This design comes from an exercise in tuning for small area, a short achievable clock period and few clock cycles on the open sky130 flow, not from production work.
At most, simulation tests tie the RTL to the original design; equivalence was not proved.
No functional check of the RTL was part of run 3.
Power is estimated from default activity; no workload was simulated.

==> design/flow/design.v <==
`timescale 1ns/1ps
package fm_index_pkg;
    localparam int OCC_DEPTH  = 64;                   
    localparam int OCC_AW     = $clog2(OCC_DEPTH);    
    localparam int POS_W      = 7;                    
    localparam int READ_DEPTH = 16;                   
    localparam int READ_AW    = $clog2(READ_DEPTH);   
    localparam int RLEN_W     = 5;                    
    typedef logic [1:0] base_t;
    localparam base_t BASE_A = 2'd0;
    localparam base_t BASE_C = 2'd1;
    localparam base_t BASE_G = 2'd2;
    localparam base_t BASE_T = 2'd3;
    typedef logic [POS_W-1:0] pos_t;
    typedef struct packed {
        pos_t cnt_t;
        pos_t cnt_g;
        pos_t cnt_c;
        pos_t cnt_a;
    } occ_entry_t;
    typedef enum logic [1:0] {
        TGT_OCC  = 2'd0,    
        TGT_C    = 2'd1,    
        TGT_READ = 2'd2     
    } load_tgt_t;
    typedef struct packed {
        logic                           valid;
        load_tgt_t                      tgt;
        logic [OCC_AW-1:0]              addr;
        logic [4*POS_W-1:0] data;    
    } load_t;
    typedef struct packed {
        base_t base;     
        logic  first;    
        logic  last;     
    } search_cmd_t;
    typedef struct packed {
        pos_t k;
        pos_t l;
    } interval_t;
    typedef struct packed {
        pos_t k;
        pos_t l;
        pos_t count;    
        logic              found;
        logic [RLEN_W-1:0] steps;    
    } result_t;
endpackage
`timescale 1ns/1ps
module fm_search_top (
    input  logic              clk,
    input  logic              arst_n_i,
    input  logic [36:0]       load_i,        
    input  logic              req_i,
    input  logic [4:0]        read_len_i,    
    output logic              ack_o,
    output logic [26:0]       result_o       
);
    localparam int PW = fm_index_pkg::POS_W;
    fm_index_pkg::load_t load;
    assign load = fm_index_pkg::load_t'(load_i);
    logic run_q;     
    logic ack_q;     
    logic ph_q;      
    logic start;
    logic busy;
    assign busy  = run_q | ack_q;
    assign start = req_i & ~busy;
    logic load_ok;
    assign load_ok = load.valid & ~busy;
    logic [4*PW-1:0] occ_q [64];
    logic [PW-1:0]   c_tab [4];
    logic [1:0]      rb_q  [16];
    for (genvar r = 0; r < 64; r++) begin : g_occ
        always_ff @(posedge clk) begin
            if (load_ok && load.tgt == fm_index_pkg::TGT_OCC && load.addr == 6'(r))
                occ_q[r] <= load.data;
        end
    end
    for (genvar c = 0; c < 4; c++) begin : g_c
        always_ff @(posedge clk) begin
            if (load_ok && load.tgt == fm_index_pkg::TGT_C && load.addr[1:0] == 2'(c))
                c_tab[c] <= load.data[PW-1:0];
        end
    end
    for (genvar i = 0; i < 16; i++) begin : g_rb
        always_ff @(posedge clk) begin
            if (load_ok && load.tgt == fm_index_pkg::TGT_READ && load.addr[3:0] == 4'(i))
                rb_q[i] <= load.data[1:0];
        end
    end
    logic [1:0] rb_m1 [16];
    for (genvar x = 0; x < 16; x++) begin : g_rbv
        assign rb_m1[x] = rb_q[(x + 15) % 16];
    end
    function automatic logic [11:0] predecode(input logic [5:0] x, input logic zero);
        logic [11:0] pd;
        for (int g = 0; g < 3; g++) begin
            for (int v = 0; v < 4; v++) begin
                pd[4*g + v] = (x[2*g +: 2] == 2'(v)) & ~(g == 0 && zero);
            end
        end
        predecode = pd;
    endfunction
    function automatic logic [63:0] rowsel_pd(input logic [11:0] pd);
        logic [63:0] rs;
        for (int r = 0; r < 64; r++) begin
            rs[r] = pd[(r + 1) % 4] & pd[4 + ((r + 1) / 4) % 4] & pd[8 + ((r + 1) % 64) / 16];
        end
        rowsel_pd = rs;
    endfunction
    function automatic logic [63:0] rowsel(input logic [5:0] x, input logic zero);
        logic [63:0] rs;
        for (int r = 0; r < 64; r++) begin
            rs[r] = (x == 6'((r + 1) % 64)) & ~zero;
        end
        rowsel = rs;
    endfunction
    logic [1:0]      c_q;        
    logic [3:0]      i_q;        
    logic [63:0]     rs_q;       
    logic [4*PW-1:0] row_q;      
    logic [PW-1:0]   ok_q;       
    logic            ck_q;       
    logic [PW-1:0]   k_q, l_q, count_q;
    logic            found_q;
    logic [4:0]      steps_q;
    logic [4*PW-1:0] m_row;
    always_comb begin
        m_row = '0;
        for (int r = 0; r < 64; r++) begin
            if (rs_q[r]) m_row = m_row | occ_q[r];
        end
    end
    logic [PW:0]   s_j  [4];    
    logic          e_j  [4];    
    logic [PW-1:0] n_j  [4];    
    for (genvar j = 0; j < 4; j++) begin : g_a
        logic [PW-1:0] cnt;
        assign cnt    = row_q[j*PW +: PW];
        assign s_j[j] = {1'b0, c_tab[j]} + {1'b0, cnt};
        assign e_j[j] = (ck_q == s_j[j][PW]) ? (ok_q >= cnt) : s_j[j][PW];
        assign n_j[j] = e_j[j] ? '0 : PW'(cnt - ok_q);
    end
    logic [PW:0]   sum;
    logic          empty;
    logic          done;
    assign sum   = s_j[c_q];
    assign empty = e_j[c_q];
    assign done  = empty | (i_q == '0);
    logic [11:0]   pd_c [4];
    for (genvar j = 0; j < 4; j++) begin : g_pdc
        assign pd_c[j] = predecode(c_tab[j][5:0], c_tab[j] == '0);
    end
    logic [1:0]    c1;    
    logic [PW-1:0] k1;
    assign c1 = rb_m1[read_len_i[3:0]];
    assign k1 = c_tab[c1];
    always_ff @(posedge clk) begin
        row_q <= m_row;
        if (start)      rs_q <= rowsel_pd(pd_c[c1]);
        else if (run_q) rs_q <= rowsel(sum[5:0], ph_q && sum[PW-1:0] == '0);
        else            rs_q <= rowsel(6'd0, 1'b0);
    end
    always_ff @(posedge clk) begin
        if (start) begin
            c_q     <= c1;
            i_q     <= read_len_i[3:0] - 4'd1;
            k_q     <= k1;
            ok_q    <= '0;
            ck_q    <= 1'b0;
            steps_q <= '0;
        end else if (run_q) begin
            if (ph_q) begin
                k_q  <= sum[PW-1:0];
                ok_q <= row_q[c_q*PW +: PW];
                ck_q <= sum[PW];
            end else begin
                l_q     <= sum[PW-1:0];
                found_q <= ~empty;
                count_q <= n_j[c_q];
                steps_q <= steps_q + 1'b1;
                c_q     <= rb_m1[i_q];
                i_q     <= i_q - 1'b1;
            end
        end
    end
    always_ff @(posedge clk or negedge arst_n_i) begin
        if (!arst_n_i) begin
            run_q <= 1'b0;
            ack_q <= 1'b0;
            ph_q  <= 1'b0;
        end else begin
            if (start) begin
                run_q <= 1'b1;
                ph_q  <= 1'b0;
            end else if (run_q) begin
                ph_q <= ~ph_q;
                if (!ph_q && done) begin
                    run_q <= 1'b0;
                    ack_q <= 1'b1;
                end
            end else if (ack_q && !req_i) begin
                ack_q <= 1'b0;
            end
        end
    end
    fm_index_pkg::result_t result;
    assign result.k     = k_q;
    assign result.l     = l_q;
    assign result.found = found_q;
    assign result.count = count_q;
    assign result.steps = steps_q;
    assign result_o = result;
    assign ack_o    = ack_q;
endmodule
==> design/flow/run.sh <==
#!/bin/bash
# synth_recipe.tcl (not shown) runs the flow's synth.tcl, then flattens the netlist and writes it again
# the make line also repeats each setting of config.mk as NAME=value (left out here)
make -C /OpenROAD-flow-scripts/flow DESIGN_CONFIG=/design/flow/config.mk WORK_HOME=/design/flow/orfs CLKGATE_MAP_FILE= SYNTH_SCRIPT=/design/flow/synth_recipe.tcl finish
==> design/flow/config.mk <==
export PLATFORM = sky130hd
export DESIGN_NAME = fm_search_top
export DESIGN_NICKNAME = fm_search_top
export VERILOG_FILES = /design/flow/design.v
export SDC_FILE = /design/flow/constraint.sdc
export NUM_CORES = 4
export LEC_CHECK = 0
export CAP_MARGIN = 20
export CORE_MARGIN = 2
export CORE_UTILIZATION = 35
export CTS_CLUSTER_DIAMETER = 120
export CTS_CLUSTER_SIZE = 20
export SETUP_SLACK_MARGIN = 2.8
export SLEW_MARGIN = 20
==> design/flow/constraint.sdc <==
create_clock -name core_clock -period 5.5 [get_ports {clk}]
set_input_delay 1.1000 -clock core_clock [delete_from_list [all_inputs] [get_ports {clk}]]
set_output_delay 1.1000 -clock core_clock [all_outputs]
set_load 0.01 [all_outputs]
==> results of run 1 <==
layer usage:
layer  vias to the layer above  wire length [µm]
met3                       886             47600
met4                        16             17000
li1                      17900                 -
met2                      4531            132000
met5                         -               118
met1                     25300            106000
cells in the mapped netlist, drive strengths merged, types with 8 or more instances:
library cell     n
a211oi          17
a21oi           44
nor3            23
nand4          118
buf            103
dfxtp          105
mux2            10
o22ai           66
edfxtp        1880
xnor2           19
nand3           27
or4             29
mux2i           35
a21o            14
nor2b           19
a22o           451
ha              67
o21ai           45
nand2          100
fa               8
clkbuf         135
nor2           139
inv             40
xor2            17
mux4            12
a221oi         453
a22oi           17
o21bai           8
nand2b           9
cell families after synthesis:
logic type / Yosys count / synth area share, %
and+or+nand+nor: 490 / 3.43
adders and majority gates: 77 / 1.37
xor gates and xnor gates: 36 / 0.425
muxes: 57 / 1.09
AOI/OAI and AO/OA: 1168 / 13.1
DFF: 1988 / 79.1
buffers and inverters: 278 / 1.50
metrics by stage:
stage | cell area (µm²) | hold WS (ps) | cells | total power, mW | setup slack [ps]
final | 86600 | 460 | 7243 | 37.6 | 2670
after global routing | 86600 | 488 | 7238 | 38.4 | 2580
after CTS | 85500 | 459 | 7198 | 36.4 | 2630
after detailed placement | 80000 | 447 | 6915 | 27.1 | 753
after global placement | 80000 | 444 | 6915 | 27.1 | 750
after floorplan | 75000 | 436 | 4094 | 22.4 | 2290
how the worst max path moves through the flow:
stage                          startpoint  cells after the start                   end
finish                   rs_q[20]$_DFF_P_                      5     row_q[21]$_DFF_P_
global route        c_tab[3][1]$_DFFE_PP_                      9  count_q[5]$_DFFE_PP_
CTS                 c_tab[3][3]$_DFFE_PP_                      9       run_q$_DFF_PN0_
detailed placement          read_len_i[1]                     10      rs_q[61]$_DFF_P_
global placement            read_len_i[1]                     10      rs_q[51]$_DFF_P_
floorplan                   read_len_i[1]                     11      k_q[6]$_DFFE_PP_
worst reg2reg max path, cell delays in order, from the launching register on:
cell and delay [ps]:
sky130_fd_sc_hd__dfxtp_2 540, sky130_fd_sc_hd__buf_4 470, sky130_fd_sc_hd__a22o_1 350, sky130_fd_sc_hd__a221oi_1 260, sky130_fd_sc_hd__nand4_1 310, sky130_fd_sc_hd__or4_4 730
area by class of cell:
cell class	instances	area [µm²]
Antenna cell	8	20.0
Clock buffer	133	2820
Clock inverter	9	141
Fill cell	18500	124000
Inverter	40	176
Multi-Input combinational cell	1834	16500
Sequential cell	1988	58800
Tap cell	2805	3510
Timing Repair Buffer	426	4710
layout by cell type (no fill, tap or decap), types with 24 or more instances in the layout:
cell type / synthesis / routed
sky130_fd_sc_hd__edfxtp_1: 1880 / 1880
sky130_fd_sc_hd__a22o_1: 451 / 451
sky130_fd_sc_hd__buf_12: 0 / 88
sky130_fd_sc_hd__ha_1: 67 / 55
sky130_fd_sc_hd__dlygate4sd2_1: 0 / 31
sky130_fd_sc_hd__a21oi_1: 44 / 37
sky130_fd_sc_hd__o21ai_0: 40 / 24
sky130_fd_sc_hd__nand4_1: 118 / 118
sky130_fd_sc_hd__clkbuf_1: 135 / 24
sky130_fd_sc_hd__nor2_1: 138 / 65
sky130_fd_sc_hd__dfxtp_2: 0 / 63
sky130_fd_sc_hd__clkbuf_16: 0 / 113
sky130_fd_sc_hd__buf_6: 5 / 41
sky130_fd_sc_hd__o22ai_2: 10 / 56
sky130_fd_sc_hd__nand2_1: 100 / 74
sky130_fd_sc_hd__inv_1: 38 / 35
sky130_fd_sc_hd__nor2_4: 0 / 71
sky130_fd_sc_hd__buf_4: 5 / 220
sky130_fd_sc_hd__dfxtp_1: 105 / 26
sky130_fd_sc_hd__a221oi_1: 451 / 444
flip-flops by register name, indices dropped and copies added (netlist names), 5 cells and up:
register and cells:
rs_q 64, c_tab 28, count_q 7, occ_q 1792, steps_q 5, ok_q 7
row_q 28, k_q 7, l_q 7, rb_q 32
power by group through the flow:
stage                     clock (mW)  combinational [mW]  sequential (mW)
after floorplan                    0                4.84             17.6
after global placement             0                8.91             18.1
after detailed placement           0                8.96             18.1
after CTS                       8.45                10.2             17.8
after global routing            8.95                11.6             17.8
final                           8.47                11.3             17.9
repair_timing:
action / in CTS / in global routing
setup buffers: 132 / 33
endpoints found under the setup margin: 1876 / 355
hold buffers: 0 / 0
pin swaps: 90 / 84
resized for setup: 302 / 145
cloned: 9 / 4
==> flow_results.org, run 1 <==
** Worst setup path
- Cells on worst reg2reg path :: 5
- For the worst setup path, the data arrival time is 3430 ps.
- Family with the most delay on the worst path :: simple AND/OR/NAND/NOR gates
- Crit Path Class :: flop to flop
- STA puts the critical path data required time at 6100 ps.
- STA classifies the critical path startpoint as a flop.
- The worst register-to-register path begins at rs_q[20]$_DFF_P_.
- Maximum fanout count along the critical path :: 19
- Critical path endpoint category :: flop
- For this run, the slowest stage of the critical path takes around 730 ps.
- End of the worst register-to-register path :: row_q[21]$_DFF_P_
- Number of buffers and inverters on the critical path :: 1
- Slowest CP cell :: sky130_fd_sc_hd__or4_4
- Across all register-to-register paths, the minimum setup slack is about 2700 ps.
- Crit path cell chain :: buf_4 -> a22o_1 -> a221oi_1 -> nand4_1 -> or4_4

** Power
- In this run the power spent charging and discharging nets is about 13 mW.
- Share of total power in combinational logic :: 30.1%
- Cell Pwr Density :: ~430 nW/µm²
- The internal portion of the total power is ~25 mW.
- Worst voltage drop across the vdd grid :: ~0.32 mV
- The clock network burns roughly 23% of the power.
- Standby leakage power :: 27.0 nW
- Switch share :: between 30% and 40%
- Sequential cells account for between 40% and 50% of the total power.

** Die
- During I/O placement, the number of pins put on the boundary was 73.
- The total area inside the core boundary comes to around 210,000 µm².
- In this run the vertical extent of the chip is 464 µm.
- The floorplan has about 170 rows.
- The floorplan step defined a die boundary enclosing around 220,000 µm².
- Starting density of the core :: a little over a third
- Floorplan die width :: between 400 and 500 µm

** Clock network
- Number of sinks on the clock net :: around 2.0k
- Root buffer cell :: sky130_fd_sc_hd__clkbuf_16
- In this run, CTS created clock tree buffers numbering about 110.
- H-tree depth :: 3
- Counting along the longest clock path gives a buffer depth of 3.
- CTS tree :: done
- Clock latency (worst-skew pair) :: approximately 800 ps
- After clock tree synthesis, the clock-pin slew on the worst setup and hold paths is 90 ps.

** Global route
- Met1 track demand over resource in global routing :: approximately 36%
- First-pass GRT wire length :: 396 mm
- Global routing used between 40% and 50% of the available met2 tracks.
- Routing usage on met3 :: 8.19%
- Vias in the first global route :: ~43k
- Global-route total usage across every layer :: a little over a quarter
- Remaining global-route overflow :: 0
- The global routing stage identified its most utilized layer as met2.
- Entering global routing, the biggest net connects 85 pins.
- Number of antenna violations at the first check in global routing :: 24

** STA
- Static timing analysis puts the maximum clock frequency at 354 MHz.
- At the pin with the least slew margin, the transition time is around 1100 ps.
- Clock Skew :: around 60 ps
- The hold violation total from the final report is 0.
- The max-slew violation count is 0.
- In this run the tightest slew margin relative to its limit is 24.0%.
- Setup repair after global routing could not meet its margin everywhere.
- Total negative slack for setup checks :: 0 ps
- Fin crit share :: ~51%
- Counting I/O delays and the setup requirement, the final critical path takes ~2800 ps.
- Setup violations remaining at the end of the flow were counted as 0.

** Synth
- Dominant cells by area after synthesis :: sky130_fd_sc_hd__edfxtp_1 76%, sky130_fd_sc_hd__a221oi_1 5.3%, sky130_fd_sc_hd__a22o_1 5.3%
- Register area share after synthesis :: between 70 and 80%
- After synthesis, the mean cell area works out to 18.1 µm².
- Syn_nets :: roughly 4.2k
- Yosys printed 9 warnings.
- Total of flip-flops plus latches after synthesis :: 1,988
- Unique cell type count in the Yosys netlist :: 82
- Cell count after synthesis :: roughly 4.1k
- Primary FF master, synth :: sky130_fd_sc_hd__edfxtp_1
- Yosys mapped a number of flops with a built-in enable equal to between 1.5k and 2k.
- Fraction of synthesized cell area taken by the top area cell type :: about 76%
- Async set or reset register ratio after synthesis :: 0.151%
- The biggest area contributor in the post-synthesis netlist is sky130_fd_sc_hd__edfxtp_1.
- Summing every instance area after synthesis gives 74,200 µm².

** Drt
- In the routed design, unresolved DRC markers number 0.
- Number of iterations in the first detailed-routing pass :: 6
- Wires add up to around 300 mm.
- Number of nets still failing antenna checks after routing :: 0
- Wire length per cell after detailed routing :: 41.9 µm
- DR vias :: approximately 49k
- In the routed layout, each cell is associated on average with a via count of 6.71.
- For this block, the initial DRC count from the detailed router was 9,836.

** Placement
- The HPWL after detailed placement is around 160 mm.
- Count of port buffers added during placement :: 71
- At the end of routability-driven placement, the weighted congestion stood at 0.883.

** Status
- Outcome :: finished clean

** Cells and area
- End-of-flow core utilization :: between 40% and 50%
- Share of cells above drive strength 1 :: 20.7%
- For this run, the post-layout net count is 4,519.
- The area growth from synthesis to layout is 16.8%.

** Worst hold path
- The startpoint identified for the worst hold timing path is ok_q[5]$_SDFFE_PP0P_.
- Hold Crit Depth :: 2
- The worst hold path terminates at ok_q[5]$_SDFFE_PP0P_.
- The worst hold path belongs to the class flop to flop.

** Flow run
- Max Cap Violations :: 0
Testbench counts, summed over its fixed seeds: cycles 29,897.
==> run 2: changes to the inputs <==
--- a/design/flow/config.mk
+++ b/design/flow/config.mk
@@ -10,5 +10,5 @@
 export CORE_UTILIZATION = 35
 export CTS_CLUSTER_DIAMETER = 120
 export CTS_CLUSTER_SIZE = 20
-export SETUP_SLACK_MARGIN = 2.8
+export SETUP_SLACK_MARGIN = 2.9
 export SLEW_MARGIN = 20
==> run 2 against run 1 <==
  * Still clean on timing, DRC and antenna
  * Design area grew 0.67%
  * Sequential cell count unchanged
  * Clock skew fell by 7.1 ps
  * Synthesized cell count unchanged
  * Register-to-register slack better by 80 ps
  * Die area is the same
  * Critical path depth up 8
  * First-iteration DRC count rose by 2.7%
  * Maximum frequency up 2.2%
  * Clock power rose by 2%
  * Worst hold slack worse by 0.52 ps
  * Non-clock buffer count rose by 27
  * Critical endpoint is now rs_q[45]$_DFF_P_
  * Largest power group unchanged
==> flow_results.org, run 2 <==
** Synth
- Primary FF master, synth :: sky130_fd_sc_hd__edfxtp_1
- The flip-flop and latch count after synthesis was 1,988 (unchanged).
- Register area share after synthesis :: 79.1% (unchanged)
- The count of yosys warnings during synthesis was 9 (unchanged).
- The post-synthesis cell type count was 82 (unchanged).
- Yosys instantiated no cell more often than sky130_fd_sc_hd__edfxtp_1.
- By area the synthesized netlist is led by sky130_fd_sc_hd__edfxtp_1 76%, sky130_fd_sc_hd__a221oi_1 5.3%, sky130_fd_sc_hd__a22o_1 5.3%.
- The proportion of netlist area held by the largest area contributor was 76.1% (unchanged).
- The share of synthesized registers carrying an async set or reset is 0.151% (unchanged).
- Count of flip-flops with a built-in enable after synthesis :: 1,880 (unchanged)
- By count the netlist is led by 1,880 x sky130_fd_sc_hd__edfxtp_1, 451 x sky130_fd_sc_hd__a221oi_1, 451 x sky130_fd_sc_hd__a22o_1.
- Syn Area/Cell :: 18.1 µm² (unchanged)
- The instance count of the mapped netlist was 4,094 (unchanged).
- The synthesized design spends more area on one cell type than any other, namely sky130_fd_sc_hd__edfxtp_1.
- The post-synthesis net count is 4,214 (unchanged).
- Syn Std Cell Area :: 74,200 µm² (unchanged)

** Worst setup path
- The signal on the critical path passes through buf_12 -> ha_4 -> or4b_4 -> nor2_4 -> a31oi_4 -> buf_12 -> buf_6 -> buf_16 -> mux2i_4 -> mux2i_4 -> buf_12 -> nand3_4 -> o22ai_1.
- The worst setup path is of the input port to flop kind.
- Startpoint type of the worst setup path :: input port
- Worst Path Required :: 6210 ps (+110 ps)
- The most numerous cell type found on the critical path is sky130_fd_sc_hd__buf_12.
- Slowest CP cell :: sky130_fd_sc_hd__or4b_4
- The stage delay of the slowest cell on the critical path came to 570 ps (-160 ps).
- STA classifies the critical path endpoint as a flop.
- The worst-path maximum fanout was 6 (-13).
- The arrival time at the worst endpoint is 3480 ps (+50 ps).

** Die
- Number of cell rows :: 168 (unchanged)
- Total die area :: 216,000 µm² (unchanged)
- Floorplan die width :: 464 µm (unchanged)
- Die Ht :: 464 µm (unchanged)
- The area inside the core boundary was 210,000 µm² (unchanged).
- Ports placed on the boundary :: 73 (unchanged)
- The initial core utilization was 35.3% (unchanged).

** STA
- Time the worst path needs with I/O delays and setup :: 2770 ps (-61.1 ps)
- Clock Skew :: 51.2 ps (-7.10 ps)
- Setup repair after global routing could not meet its margin everywhere.
- The setup violation total in the final timing report came to 0 (unchanged).
- Smallest setup slack after layout :: 2730 ps (+61.1 ps)
- Slew at the pin closest to its max-slew limit :: 1130 ps (-8.05 ps)
- The share of the clock period used by the worst path after layout was 50.3% (-1.1 points).
- The worst hold-check slack is 460 ps (-0.517 ps).
- Number of hold violations in the final report :: 0 (unchanged)
- Total negative slack for setup checks :: 0 ps (unchanged)
- Worst rel slew slack :: 24.5% (+0.54 points)
- The fmax is 361 MHz (+2.2%).
- Pins over their slew limit :: 0 (unchanged)

** Global route
- Number of antenna violations at the first check in global routing :: 27 (+13%)
- Vias in the first global route :: 43.7k (+0.56%)
- Remaining global-route overflow :: 0 (unchanged)
- Global-route total usage across every layer :: 27.2% (+0.21 points)
- The global-route wire length before repair came to 398 mm (+0.41%).
- The pin count of the biggest net entering global routing is 70 (-18%).

** Cells and area
- The multi-input gate area in the final layout was 16,600 µm² (+0.48%).
- Number of nets in the layout :: 4,545 (+0.58%)
- Sequential cell area :: 58,800 µm² (about the same)
- Number of flip-flops in the largest register :: 1,792 (unchanged)
- Register ranked first by flip-flop count :: occ_q
- The final cell count without fillers was 7,273 (+0.41%).
- End-of-flow core utilization :: 41.5% (+0.27 points)
- Largest registers :: occ_q: 1792 flops, rs_q: 64 flops, rb_q: 32 flops
- Filler instances :: 18.5k (+0.13%)
- Leaving out fill and tap cells, the most frequent cell in the layout is sky130_fd_sc_hd__edfxtp_1.
- The post-route cell area was 87,200 µm² (+0.67%).
- The proportion of layout cells with a drive suffix above 1 came to 21.9% (+1.2 points).
- Commonest cells after routing, fill and taps aside :: 1,880 x sky130_fd_sc_hd__edfxtp_1, 451 x sky130_fd_sc_hd__a22o_1, 439 x sky130_fd_sc_hd__a221oi_1, 234 x sky130_fd_sc_hd__buf_4, 118 x sky130_fd_sc_hd__nand4_1
- Area growth from synthesis to layout :: 17.6%

** Power
- Standby leakage power :: 27.3 nW (+0.93%)
- Worst voltage drop across the vdd grid :: 0.307 mV (-4.1%)
- The power density of the placed cells came to 436 nW/µm² (+0.26%).
- Post-layout power :: 38.0 mW (+0.92%)

** Placement
- The count of buffers from port buffering is 71 (unchanged).
- Worst setup slack after placement :: 750 ps (-2.47 ps)
- The placed standard-cell area came to 80,000 µm² (about the same).
- The post-placement cell count was 6,916 (+0.014%).
- Estimated wirelength of the detail-placed design :: 165 mm (+1.5%)
- The last weighted congestion value of the routability-driven placer was 0.874 (-1.1%).

** Drt
- The DRC marker count from the first detailed-route iteration is 10.1k (+2.7%).
- Wire length per cell after detailed routing :: 41.9 µm (about the same)
- Remaining design rule violation count :: 0 (unchanged)
- The number of vias per cell after detailed routing was 6.66 (-0.85%).
- The number of detailed-route iterations in the first pass is 6 (unchanged).
- The detailed-route via count was 48.4k (-0.44%).
- Number of nets still failing antenna checks after routing :: 0 (unchanged)
- DRT Wirelength :: 305 mm (+0.45%)

** Clock network
- The count of hold buffers inserted by post-cts repair was 0 (unchanged).
- CTS buffer count :: 110 (+0.92%)
- The tree is rooted in a sky130_fd_sc_hd__clkbuf_16.
- The number of clock sinks seen by CTS is 1,988 (unchanged).
- Clock slew at the register clock pins of the worst setup and hold paths :: 90 ps (about the same)
- H-tree depth :: 3 (unchanged)
- Clock latency (worst-skew pair) :: 830 ps (+30 ps)
- CTS tree :: done
- The maximum clock insertion buffer count was 3 (unchanged).

** Status
- Outcome :: finished clean

** Worst hold path
- Classification of the worst-slack hold path :: flop to flop

** Flow run
- The max-capacitance violation count came to 0 (unchanged).
-- run 2: cell types whose count changed in the layout (fill, tap and decap cells not counted), sizes merged, moves of 2 or more --
| cell | before | now |
|---|---|---|
| buf | 382 | 412 |
| dlygate4sd2 | 31 | 21 |
| clkdlybuf4s15 | 0 | 6 |
| clkbuf | 138 | 142 |
| diode | 8 | 10 |
| inv | 44 | 42 |
-- run 2: critical path, delay by kind of cell --
kind            cells  cell delay [ps]
simple gates        3              850
buf+inv             5              710
mux                 2              350
fa+ha+maj           1              190
compound gates      2              250
-- run 2: path summary, 6_finish.rpt --
check                                      from                   end  slack, ps  cells past startpoint
setup / recovery                  read_len_i[1]      rs_q[45]$_DFF_P_       2730                     13
hold / removal             ok_q[6]$_SDFFE_PP0P_  ok_q[6]$_SDFFE_PP0P_        460                      2
setup reg to reg              row_q[15]$_DFF_P_      rs_q[63]$_DFF_P_       2750                     11
hold reg to reg            ok_q[6]$_SDFFE_PP0P_  ok_q[6]$_SDFFE_PP0P_        460                      2
max in group asynchronous              arst_n_i       run_q$_DFF_PN0_       4830                      1
min in group asynchronous              arst_n_i     ack_q$_DFFE_PN0P_        490                      1
-- run 2: what timing repair did --
item                                     CTS  global route
cloned                                    12             4
pin swaps                                109            79
endpoints found under the setup margin  1957           448
setup buffers                            165            20
gates resized for setup                  358           159
-- run 2: area by class of cell --
class	instances	area share, %
sequential	1988	67.4
multi-input combinational	1832	19.0
timing repair buffer	453	5.79
tap	2805	4.02
clock buffer	136	3.34
inverter	40	0.207
clock inverter	9	0.182
antenna	10	0.0287
-- run 2: where the power goes --
group / leakage [nW] / total [mW] / switching (mW) / internal, mW
sequential: 17.8 / 18.0 / 0.974 / 17.1
combinational: 7.94 / 11.3 / 7.13 / 4.17
clock: 1.48 / 8.65 / 4.87 / 3.78
-- run 2: routing by layer --
metal / part of all wire (%) / GRT usage (%)
met1: 35 / 36.5
met2: 43 / 40.3
met3: 16 / 8.52
met4: 5.8 / 12.5
met5: 0.088 / 0
-- run 2: cells by family after synthesis --
| group | Yosys count | share of synthesized area, % |
|---|---|---|
| buffers and inverters | 278 | 1.50 |
| adders and majority gates | 77 | 1.37 |
| xor gates and xnor gates | 36 | 0.425 |
| DFF | 1988 | 79.1 |
| and+or+nand+nor | 490 | 3.43 |
| muxes | 57 | 1.09 |
| AOI/OAI and AO/OA | 1168 | 13.1 |
==> run 3: changes to the inputs <==
--- a/design/flow/design.v
+++ b/design/flow/design.v
@@ -135,12 +135,28 @@
     logic [PW:0]   s_j  [4];    
     logic          e_j  [4];    
     logic [PW-1:0] n_j  [4];    
+    logic [11:0]   p_j  [4];    
     for (genvar j = 0; j < 4; j++) begin : g_a
         logic [PW-1:0] cnt;
         assign cnt    = row_q[j*PW +: PW];
         assign s_j[j] = {1'b0, c_tab[j]} + {1'b0, cnt};
-        assign e_j[j] = (ck_q == s_j[j][PW]) ? (ok_q >= cnt) : s_j[j][PW];
+        logic gt, le;
+        assign gt     = (cnt > ~c_tab[j]);
+        assign le     = (cnt <= ok_q);
+        assign e_j[j] = ck_q ? (gt & le) : (gt | le);
         assign n_j[j] = e_j[j] ? '0 : PW'(cnt - ok_q);
+        logic [1:0] g0, g1, g2;
+        logic       cy1, cy2;
+        logic [2:0] t0;
+        logic [4:0] t1;
+        assign t0  = {1'b0, c_tab[j][1:0]} + {1'b0, cnt[1:0]};
+        assign t1  = {1'b0, c_tab[j][3:0]} + {1'b0, cnt[3:0]};
+        assign cy1 = t0[2];
+        assign cy2 = t1[4];
+        assign g0  = t0[1:0];
+        assign g1  = cy1 ? c_tab[j][3:2] + cnt[3:2] + 2'd1 : c_tab[j][3:2] + cnt[3:2];
+        assign g2  = cy2 ? c_tab[j][5:4] + cnt[5:4] + 2'd1 : c_tab[j][5:4] + cnt[5:4];
+        assign p_j[j] = predecode({g2, g1, g0}, ph_q && cnt == PW'(-c_tab[j]));
     end
     logic [PW:0]   sum;
     logic          empty;
@@ -159,7 +175,7 @@
     always_ff @(posedge clk) begin
         row_q <= m_row;
         if (start)      rs_q <= rowsel_pd(pd_c[c1]);
-        else if (run_q) rs_q <= rowsel(sum[5:0], ph_q && sum[PW-1:0] == '0);
+        else if (run_q) rs_q <= rowsel_pd(p_j[c_q]);
         else            rs_q <= rowsel(6'd0, 1'b0);
     end
     always_ff @(posedge clk) begin
--- a/design/flow/config.mk
+++ b/design/flow/config.mk
@@ -8,7 +8,6 @@
 export CAP_MARGIN = 20
 export CORE_MARGIN = 2
 export CORE_UTILIZATION = 35
-export CTS_CLUSTER_DIAMETER = 120
-export CTS_CLUSTER_SIZE = 20
-export SETUP_SLACK_MARGIN = 2.9
+export CTS_BUF_LIST = sky130_fd_sc_hd__clkbuf_8
+export SETUP_SLACK_MARGIN = 2.8
 export SLEW_MARGIN = 20
==> run 3 against run 2 <==
  * Synthesized cell count rose by 4.5%
  * Maximum frequency shrank 3.9%
  * Sequential cell count unchanged
  * Area after synthesis grew 1.8%
  * Clock power increased by 33%
  * Via count up 6.4%
  * Clock skew increased by 100 ps
  * Critical path type is now flop to flop
==> flow_results.org, run 3 <==
** Synth
- The share of synthesized registers carrying an async set or reset came to 0.151% (unchanged).
- Syn Std Cell Area :: 75,500 µm² (+1.8%)
- Most common cell in the synthesized netlist :: sky130_fd_sc_hd__edfxtp_1
- The post-synthesis cell type count was 78 (-4.9%).
- Cell count after synthesis :: 4,278 (+4.5%)
- The post-synthesis net count was 4,426 (+5.0%).
- Dominant cells by area after synthesis :: sky130_fd_sc_hd__edfxtp_1 75%, sky130_fd_sc_hd__a221oi_1 5.2%, sky130_fd_sc_hd__a22o_1 5.2%
- The count of yosys warnings during synthesis is 10 (+1).
- Top post-synthesis cells by count :: 1,880 x sky130_fd_sc_hd__edfxtp_1, 450 x sky130_fd_sc_hd__a221oi_1, 449 x sky130_fd_sc_hd__a22o_1
- Primary FF master, synth :: sky130_fd_sc_hd__edfxtp_1
- The number of enable flip-flop cells after synthesis is 1,880 (unchanged).
- Fraction of synthesized cell area taken by the top area cell type :: 74.8% (-1.4 points)
- The biggest area contributor in the post-synthesis netlist is sky130_fd_sc_hd__edfxtp_1.
- Register area share after synthesis :: 77.6% (-1.4 points)
- The average instance area after synthesis was 17.7 µm² (-2.6%).
- The flip-flop and latch count after synthesis was 1,988 (unchanged).

** Drt
- Number of nets still failing antenna checks after routing :: 0 (unchanged)
- DRT Wirelength :: 319 mm (+4.5%)
- The number of detailed-route iterations in the first pass is 6 (unchanged).
- The number of vias per cell after detailed routing came to 6.54 (-1.7%).
- Starting DRT DRC Count :: 9,772 (-3.3%)
- The number of remaining DRC errors was 0 (unchanged).
- The average wire per standard cell was 40.5 µm (-3.4%).
- DR vias :: 51.5k (+6.4%)

** Worst setup path
- The path length in cells of the critical path is 5 (-8).
- The worst-path maximum fanout came to 17 (+11).
- The critical path goes through buf_4 -> a22o_1 -> a221oi_1 -> nand4_1 -> or4_4.
- The stage delay of the slowest cell on the critical path was 700 ps (+130 ps).
- Number of buffers and inverters on the critical path :: 1 (-4)
- The arrival time at the worst endpoint was 3720 ps (+240 ps).
- The worst setup path is launched from a flop.
- Cells on worst reg2reg path :: 5 (-6)
- The largest individual stage delay along the critical path comes from the cell sky130_fd_sc_hd__dfxtp_2.
- Critical path endpoint category :: flop
- The cell family contributing the most delay on the critical path is simple AND/OR/NAND/NOR gates.
- Worst Path Required :: 6340 ps (+130 ps)
- Crit Path Class :: flop to flop

** Cells and area
- End-of-flow core utilization :: 42.0% (+0.55 points)
- Sequential cell area :: 58,800 µm² (about the same)
- In the final layout, the registers with the most flip-flops are occ_q: 1792 flops, rs_q: 64 flops, rb_q: 32 flops.
- The library cells used most frequently in the layout, excluding fill and tap cells, are 1,880 x sky130_fd_sc_hd__edfxtp_1, 448 x sky130_fd_sc_hd__a22o_1, 444 x sky130_fd_sc_hd__a221oi_1, 330 x sky130_fd_sc_hd__clkbuf_8, 250 x sky130_fd_sc_hd__buf_4.
- Filler instances :: 18.9k (+1.8%)
- The library cell used most frequently in the layout, excluding fill and tap cells, is sky130_fd_sc_hd__edfxtp_1.
- Area growth from synthesis to layout :: 19.5%
- The number of flip-flops under the largest register name is 1,792 (unchanged).
- Share of cells above drive strength 1 :: 24.7% (+2.8 points)
- The total number of nets in the final design is 4,945 (+8.8%).
- The post-route cell area is 90,200 µm² (+3.5%).
- Area taken by multi-input logic gates :: 17,500 µm² (+5.6%)
- More flip-flops sit in one register than any other, and that register is occ_q.

** Die
- The number of core rows came to 170 (+1.2%).
- Core area :: 215,000 µm² (+2.1%)
- The initial core utilization is 35.2% (-0.095 points).
- The number of primary I/O pins came to 73 (unchanged).
- The area enclosed by the die boundary was 219,000 µm² (+1.8%).
- Floorplan die width :: 469 µm (+0.90%)
- The floorplan die height was 469 µm (+0.90%).

** Clock network
- CTS placed an instance of sky130_fd_sc_hd__clkbuf_8 at the clock tree root.
- The CTS H-tree depth is 5 (+2).
- Number of sinks on the clock net :: 1,988 (unchanged)
- Clock slew at the register clock pins of the worst setup and hold paths :: 70 ps (-20 ps)
- TritonCTS built the clock tree.
- The clock buffer count from CTS was 322 (+190%).
- The count of hold buffers inserted by post-cts repair came to 0 (unchanged).
- The maximum clock insertion buffer count came to 4 (+1).
- The clock latency at the later pin of the worst-skew pair was 1090 ps (+260 ps).

** STA
- The worst clock skew was 154 ps (+102 ps).
- RSZ-0062 raised after global routing :: true
- Pins over their slew limit :: 0 (unchanged)
- Total negative slack for setup checks :: 0 ps (unchanged)
- Finish-stage setup viols :: 0 (unchanged)
- Fin crit share :: 52.4% (+2.1 points)
- The normalized max-slew margin came to 19.4% (-5.2 points).
- The transition time of the tightest slew-check pin came to 1210 ps (+77.5 ps).
- Time the worst path needs with I/O delays and setup :: 2880 ps (+113 ps)
- The fmax is 347 MHz (-3.9%).
- The hold violation total from the final report is 0 (unchanged).

** Global route
- The initial antenna violation count is 26 (-3.7%).
- First-pass GRT wire length :: 418 mm (+5.1%)
- The global-route congestion overflow total came to 0 (unchanged).
- The pin count of the biggest net entering global routing was 85 (+21%).
- Vias in the first global route :: 47.1k (+7.7%)
- The all-layer global routing usage came to 28.2% (+0.94 points).

** Placement
- The placed standard-cell area was 81,200 µm² (+1.5%).
- Estimated wirelength of the detail-placed design :: 171 mm (+3.6%)
- The last weighted congestion value of the routability-driven placer is 0.904 (+3.5%).
- The count of buffers from port buffering came to 71 (unchanged).

** Power
- Net switching power figure :: 14.9 mW (+15%)
- Internal power consumption :: 27.2 mW (+8.9%)
- Cell Pwr Density :: 467 nW/µm² (+7.2%)
- Switch share :: 35.4% (+1.2 points)
- Part of the total power dissipated in sequential elements :: 43.2% (-4.3 points)
- Clock share of power :: 27.3% (+4.5 points)
- The peak ir drop on the vdd network was 0.313 mV (+2.1%).
- Standby leakage power :: 29.4 nW (+7.8%)
- The total power is 42.2 mW (+11%).
- Share of total power in combinational logic :: 29.5% (-0.2 points)

** Status
- The flow ran to the end and the layout has no timing, DRC or antenna violations.

** Worst hold path
- The min-delay analysis places its worst path in the category input port to asynchronous set/reset pin.

** Flow run
- The max-capacitance violation count came to 0 (unchanged).
-- run 3: path summary, 6_finish.rpt --
check	endpoint	slack (ps)	startpoint
max reg2reg	row_q[27]$_DFF_P_	2620	rs_q[32]$_DFF_P_
min in group core_clock	ok_q[6]$_SDFFE_PP0P_	470	ok_q[6]$_SDFFE_PP0P_
min reg2reg	ok_q[6]$_SDFFE_PP0P_	470	ok_q[6]$_SDFFE_PP0P_
max	row_q[27]$_DFF_P_	2620	rs_q[32]$_DFF_P_
max in group asynchronous	ack_q$_DFFE_PN0P_	5020	arst_n_i
min	ph_q$_DFFE_PN0P_	310	arst_n_i
-- run 3: power by group through the flow --
| stage | Combinational [mW] | Sequential [mW] | Clock (mW) |
|---|---|---|---|
| 2_1_floorplan | 5.54 | 17.7 | 0 |
| 3_3_place_gp | 10.1 | 18.4 | 0 |
| 3_5_place_dp | 10.2 | 18.4 | 0 |
| 4_1_cts | 11.4 | 18.1 | 11.5 |
| 5_1_grt | 12.8 | 18.1 | 12.1 |
| 6_report | 12.5 | 18.2 | 11.5 |
-- run 3: what timing repair did --
item                        CTS  global route
buffers inserted            141            40
gates cloned                 12             3
pin swaps                    91            56
setup endpoints to repair  1837           281
resized for setup           372           122
-- run 3: layout make-up --
cell class	count	share of cell area (%)
diodes	23	0.0638
clock buffers	329	5.02
clock inverters	209	1.03
inverters	49	0.239
multi-input cells	1991	19.4
flip-flops and latches	1988	65.1
well taps	2838	3.94
repair buffers	445	5.19
-- run 3: routing by layer --
layer	share of wire (%)	GRT usage, %	vias to the layer above
met5	0.041	0	-
met4	5.9	13.7	14
met3	16	9.20	1102
met2	43	41.4	4878
met1	36	37.5	26400
li1	-	-	19100
-- run 3: kinds of logic after synthesis --
family | after synthesis | share of synthesized area (%)
multiplexers | 39 | 0.790
adder cells (fa/ha/maj) | 107 | 1.92
AND/OR/NAND/NOR | 546 | 3.77
AO/OA/AOI/OAI | 1210 | 13.3
flip-flops | 1988 | 77.6
buffers and inverters | 302 | 1.61
XOR/XNOR | 86 | 0.997
-- run 3: through the flow --
step | worst slack [ps] | hold WS, ps | instances
after floorplan | 2110 | 436 | 4278
after global placement | 829 | 449 | 7112
after detailed placement | 774 | 449 | 7112
after CTS | 2670 | 271 | 7803
after global routing | 2610 | 286 | 7853
final | 2620 | 315 | 7872

-- port drivers added, routing unchanged --
The flow's constraints put no driver on any port. The routed layouts listed below were extracted and timed again, unchanged, in two steps. Step 1: set_driving_cell puts a clkbuf_16 on clk and a buf_2 on each other input, an assumption about the parent block. Step 2 times the ports against the registers' clock, not the clock port: input delays grow and output delays shrink by t, the midpoint of the rising clock arrivals with the driver on. Three values: ideal ports, drivers, drivers and shift; two values: the first two.
| run | shift t [ns] | setup slack, ns | worst register clock-pin slew, ns |
|---|---|---|---|
| run 1 | 0.854 | 2.672 / 2.672 / 1.857 | 0.09 / 0.09 |
| run 2 | 0.877 | 2.733 / 2.746 / 1.887 | 0.10 / 0.10 |
| run 3 | 1.095 | 2.620 / 2.620 / 1.620 | 0.08 / 0.08 |
After both steps setup and hold are still met in every run listed. The setup slack of run 3, which loses most, moves by 0.000 ns with the drivers and by -1.000 ns with both steps.
